This is an optimization exercise on Yosys and OpenROAD, whose aim is small area, a short achievable clock period and few clock cycles per item, not a production implementation. Where RTL was checked, it was by simulation tests only, not by an equivalence proof against the original. No activity file was given, so power comes from the tool's default toggle rates.

==> v18: inputs <==
==> flow/design.v (excerpt) <==
module pi_current_loop_pwm (
    input  logic                              i_clk,
    input  logic                              i_rst_n,
    input  logic                              i_in_valid,
    output logic                              i_in_ready,
    input  logic [picl_pkg::CUR_W-1:0]        i_in_raw_current,
    input  logic [picl_pkg::CUR_W-1:0]        i_in_current_target,
    input  logic [picl_pkg::PWM_W-1:0]        i_in_throttle_level,
    input  logic [picl_pkg::CUR_W-1:0]        i_in_current_ceiling,
    input  logic                              i_in_other_fault,
    output logic                              o_out_valid,
    input  logic                              o_out_ready,
    output logic [picl_pkg::PWM_W-1:0]        o_out_duty_width,
    output logic [picl_pkg::SR_W-1:0]         o_out_sr_width,
    output logic                              o_out_vref_flag,
    output logic [picl_pkg::FB_W-1:0]         o_out_norm_current,
    output logic [picl_pkg::CUR_W-1:0]        o_out_peak_current,
    output logic [picl_pkg::AVG_W-1:0]        o_out_pwm_average,
    output logic                              o_out_fault_off,
    input  logic                              psel,
    input  logic                              penable,
    input  logic                              pwrite,
    input  logic [picl_pkg::CFG_ADDR_W-1:0]   paddr,
    input  logic [picl_pkg::CFG_DATA_W-1:0]   pwdata,
    output logic [picl_pkg::CFG_DATA_W-1:0]   prdata,
    output logic                              pready
);
==> module picl_regs, before the edit <==
module picl_regs (
    input  logic                                i_clk,
    input  logic                                i_rst_n,
    input  logic                                psel,
    input  logic                                penable,
    input  logic                                pwrite,
    input  logic [picl_pkg::CFG_ADDR_W-1:0]     paddr,
    input  logic [picl_pkg::CFG_DATA_W-1:0]     pwdata,
    output logic [picl_pkg::CFG_DATA_W-1:0]     prdata,
    output logic                                pready,
    output picl_pkg::t_cfg                      o_cfg
);
    picl_pkg::t_cfg     r_cfg;
    picl_pkg::t_reg_idx w_idx;
    logic [5:0]         r_rsel;      
    logic               w_wr;
    assign pready = 1'b1;
    assign w_idx  = picl_pkg::t_reg_idx'(paddr[picl_pkg::CFG_ADDR_W-1:2]);
    assign w_wr   = psel && penable && pwrite;
    assign o_cfg  = r_cfg;
    always_ff @(posedge i_clk) begin
        if (!i_rst_n) begin
            r_cfg.kp          <= '0;
            r_cfg.ki          <= '0;
            r_cfg.zero_offset <= picl_pkg::CUR_W'(picl_pkg::RST_ZERO_OFFSET);
            r_cfg.pwm_limit   <= '0;
            r_cfg.cur_limit   <= picl_pkg::CUR_W'(picl_pkg::RST_CUR_LIMIT);
            r_cfg.avg_sel     <= '0;
        end else if (w_wr) begin
            unique case (w_idx)
                picl_pkg::REG_KP:          r_cfg.kp          <= pwdata;
                picl_pkg::REG_KI:          r_cfg.ki          <= pwdata;
                picl_pkg::REG_ZERO_OFFSET: r_cfg.zero_offset <= pwdata[picl_pkg::CUR_W-1:0];
                picl_pkg::REG_PWM_LIMIT:   r_cfg.pwm_limit   <= pwdata[picl_pkg::PWM_W-1:0];
                picl_pkg::REG_CUR_LIMIT:   r_cfg.cur_limit   <= pwdata[picl_pkg::CUR_W-1:0];
                picl_pkg::REG_AVG_SEL:     r_cfg.avg_sel     <= pwdata[picl_pkg::AVG_SEL_W-1:0];
                default: ;
            endcase
        end
    end
    always_ff @(posedge i_clk) begin
        for (int i = 0; i < 6; i++) begin
            r_rsel[i] <= (paddr[picl_pkg::CFG_ADDR_W-1:2] == 3'(i));
        end
    end
    always_comb begin
        prdata = ({32{r_rsel[0]}} & r_cfg.kp)
               | ({32{r_rsel[1]}} & r_cfg.ki)
               | ({32{r_rsel[2]}} & picl_pkg::CFG_DATA_W'(r_cfg.zero_offset))
               | ({32{r_rsel[3]}} & picl_pkg::CFG_DATA_W'(r_cfg.pwm_limit))
               | ({32{r_rsel[4]}} & picl_pkg::CFG_DATA_W'(r_cfg.cur_limit))
               | ({32{r_rsel[5]}} & picl_pkg::CFG_DATA_W'(r_cfg.avg_sel));
    end
endmodule
Settings: LEC_CHECK=0, CAP_MARGIN=20, CORE_MARGIN=2, CORE_UTILIZATION=40, SLEW_MARGIN=20; clock period 19.0 ns.
standard.sh (not shown) runs the stock make flow with config.mk's settings and CLKGATE_MAP_FILE= SYNTH_SCRIPT=/design/flow/synth_recipe.tcl, a recipe that flattens the netlist after the stock synthesis.
==> flow/flow/run.sh <==
#!/bin/bash
# Standard ORFS layout, with the repair steps asked to leave extra setup
# slack (the clock constraint itself is the design's, unchanged).
set -euo pipefail
export SETUP_SLACK_MARGIN=${PICL_SETUP_MARGIN:-13}
bash standard.sh > standard.log 2>&1
==> v38: changes against v18 <==
==> flow/run.sh (new file) <==
#!/bin/bash
# synth_recipe.tcl (not shown) runs the flow's synth.tcl, then flattens the netlist and writes it again
# the make line also repeats each setting of config.mk as NAME=value (left out here)
make -C /OpenROAD-flow-scripts/flow DESIGN_CONFIG=/design/flow/config.mk WORK_HOME=/design/flow/orfs CLKGATE_MAP_FILE= SYNTH_SCRIPT=/design/flow/synth_recipe.tcl finish
removed: flow/flow/run.sh
removed: flow/standard.sh
==> v27: changes against v18 <==
--- a/flow/design.v
+++ b/flow/design.v
@@ -71,7 +71,7 @@
 );
     picl_pkg::t_cfg     r_cfg;
     picl_pkg::t_reg_idx w_idx;
-    logic [5:0]         r_rsel;      
+    logic [picl_pkg::CFG_DATA_W-1:0] r_prdata;
     logic               w_wr;
     assign pready = 1'b1;
     assign w_idx  = picl_pkg::t_reg_idx'(paddr[picl_pkg::CFG_ADDR_W-1:2]);
@@ -98,18 +98,17 @@
         end
     end
     always_ff @(posedge i_clk) begin
-        for (int i = 0; i < 6; i++) begin
-            r_rsel[i] <= (paddr[picl_pkg::CFG_ADDR_W-1:2] == 3'(i));
-        end
-    end
-    always_comb begin
-        prdata = ({32{r_rsel[0]}} & r_cfg.kp)
-               | ({32{r_rsel[1]}} & r_cfg.ki)
-               | ({32{r_rsel[2]}} & picl_pkg::CFG_DATA_W'(r_cfg.zero_offset))
-               | ({32{r_rsel[3]}} & picl_pkg::CFG_DATA_W'(r_cfg.pwm_limit))
-               | ({32{r_rsel[4]}} & picl_pkg::CFG_DATA_W'(r_cfg.cur_limit))
-               | ({32{r_rsel[5]}} & picl_pkg::CFG_DATA_W'(r_cfg.avg_sel));
+        case (w_idx)
+            picl_pkg::REG_KP:          r_prdata <= r_cfg.kp;
+            picl_pkg::REG_KI:          r_prdata <= r_cfg.ki;
+            picl_pkg::REG_ZERO_OFFSET: r_prdata <= picl_pkg::CFG_DATA_W'(r_cfg.zero_offset);
+            picl_pkg::REG_PWM_LIMIT:   r_prdata <= picl_pkg::CFG_DATA_W'(r_cfg.pwm_limit);
+            picl_pkg::REG_CUR_LIMIT:   r_prdata <= picl_pkg::CFG_DATA_W'(r_cfg.cur_limit);
+            picl_pkg::REG_AVG_SEL:     r_prdata <= picl_pkg::CFG_DATA_W'(r_cfg.avg_sel);
+            default:                   r_prdata <= '0;
+        endcase
     end
+    assign prdata = r_prdata;
 endmodule
 `timescale 1ns / 1ps
 module picl_core (
==> flow/flow/run.sh (replaced) <==
#!/bin/bash
# Standard ORFS layout, with the repair steps asked to leave extra setup
# slack (the clock constraint itself is the design's, unchanged).
set -euo pipefail
export SETUP_SLACK_MARGIN=${PICL_SETUP_MARGIN:-14}
bash standard.sh > standard.log 2>&1
CORE_UTILIZATION = 55   (was 40)
==> v22: changes against v18 <==
--- a/flow/design.v
+++ b/flow/design.v
@@ -71,7 +71,7 @@
 );
     picl_pkg::t_cfg     r_cfg;
     picl_pkg::t_reg_idx w_idx;
-    logic [5:0]         r_rsel;      
+    logic [picl_pkg::CFG_DATA_W-1:0] r_prdata;
     logic               w_wr;
     assign pready = 1'b1;
     assign w_idx  = picl_pkg::t_reg_idx'(paddr[picl_pkg::CFG_ADDR_W-1:2]);
@@ -98,18 +98,17 @@
         end
     end
     always_ff @(posedge i_clk) begin
-        for (int i = 0; i < 6; i++) begin
-            r_rsel[i] <= (paddr[picl_pkg::CFG_ADDR_W-1:2] == 3'(i));
-        end
-    end
-    always_comb begin
-        prdata = ({32{r_rsel[0]}} & r_cfg.kp)
-               | ({32{r_rsel[1]}} & r_cfg.ki)
-               | ({32{r_rsel[2]}} & picl_pkg::CFG_DATA_W'(r_cfg.zero_offset))
-               | ({32{r_rsel[3]}} & picl_pkg::CFG_DATA_W'(r_cfg.pwm_limit))
-               | ({32{r_rsel[4]}} & picl_pkg::CFG_DATA_W'(r_cfg.cur_limit))
-               | ({32{r_rsel[5]}} & picl_pkg::CFG_DATA_W'(r_cfg.avg_sel));
+        case (w_idx)
+            picl_pkg::REG_KP:          r_prdata <= r_cfg.kp;
+            picl_pkg::REG_KI:          r_prdata <= r_cfg.ki;
+            picl_pkg::REG_ZERO_OFFSET: r_prdata <= picl_pkg::CFG_DATA_W'(r_cfg.zero_offset);
+            picl_pkg::REG_PWM_LIMIT:   r_prdata <= picl_pkg::CFG_DATA_W'(r_cfg.pwm_limit);
+            picl_pkg::REG_CUR_LIMIT:   r_prdata <= picl_pkg::CFG_DATA_W'(r_cfg.cur_limit);
+            picl_pkg::REG_AVG_SEL:     r_prdata <= picl_pkg::CFG_DATA_W'(r_cfg.avg_sel);
+            default:                   r_prdata <= '0;
+        endcase
     end
+    assign prdata = r_prdata;
 endmodule
 `timescale 1ns / 1ps
 module picl_core (
==> flow/flow/run.sh (replaced) <==
#!/bin/bash
# Standard ORFS layout, with the repair steps asked to leave extra setup
# slack (the clock constraint itself is the design's, unchanged).
set -euo pipefail
export SETUP_SLACK_MARGIN=${PICL_SETUP_MARGIN:-14}
bash standard.sh > standard.log 2>&1
==> notes.md <==
- Status: timing/DRC/antenna clean
- First-pass GRT wire length: 169.6 mm
- Tmin final: 6368 ps
- Peak supply drop: 269.5 uV
- Final hold slack: 411.9 ps
- Tap Cells: 1243
- Met1 usage: 0.3057
That was v38.
==> notes.md <==
- Final hold slack: 413.8 ps
- First-pass GRT wire length: 179.3 mm
- Peak supply drop: 254.1 uV
- Tap Cells: 1265
- Status: timing/DRC/antenna clean
- Tmin final: 5153 ps
- Met1 usage: 0.3136
That was v22.
==> notes.md <==
- Tmin final: 5967 ps
- First-pass GRT wire length: 170.6 mm
- Tap Cells: 1243
- Final hold slack: 412.3 ps
- Leading power group: combinational logic
- Peak supply drop: 329.4 uV
- Hold WC Path Type: reg2reg
- Status: timing/DRC/antenna clean
- Met2 Resource Use GR: 0.3803
That was v18.
==> notes.md <==
- Max reg flops: 95
- Status: timing/DRC/antenna clean
- Peak supply drop: 244.7 uV
- Final hold slack: 419.0 ps
- Met1 usage: 0.4425
- First-pass GRT wire length: 182.5 mm
- Tmin final: 4997 ps
- Tap Cells: 931
That was v27.
Testbench counts of v27, summed over its fixed seeds: cycles 15,840, items 15,360.
Testbench counts of v22, summed over its fixed seeds: cycles 15,840, items 15,360.
For v18 and v38, only the layout was checked, not whether the RTL still works.

-- static timing again, ports no longer ideal --
Ports are ideal in the flow. The routed layouts listed here were re-timed in OpenROAD. Step 1, drivers: a clkbuf_16 drives i_clk and a buf_2 each remaining input, both assumed. Step 2 adds t to the input delays and takes it off the output delays; t is the mean of the earliest and latest rising clock arrival at the registers after step 1. Input paths then give back, and output paths get back, about the clock's delay inside the block. Slacks: ideal / step 1 / step 2; pairs: ideal / step 1.
run | t, ns | setup slack, ns | hold slack, ns | latest minus earliest clock arrival (ns) | worst slew at a driven data input, ns
v18 | 0.684 | 13.033 / 12.968 / 12.554 | 0.412 / 0.412 / 0.412 | 0.034 / 0.033 | 0.08
v38 | 0.680 | 12.632 / 12.569 / 12.165 | 0.412 / 0.412 / 0.412 | 0.042 / 0.042 | 0.07
v27 | 0.693 | 14.003 / 13.933 / 13.414 | 0.419 / 0.419 / 0.419 | 0.067 / 0.067 | 0.09
v22 | 0.698 | 13.847 / 13.884 / 13.191 | 0.414 / 0.414 / 0.414 | 0.044 / 0.044 | 0.07
After both steps every run listed still meets setup and hold. The setup slack of v22, which loses most, moves by +0.037 ns with the drivers and by -0.656 ns with both steps.
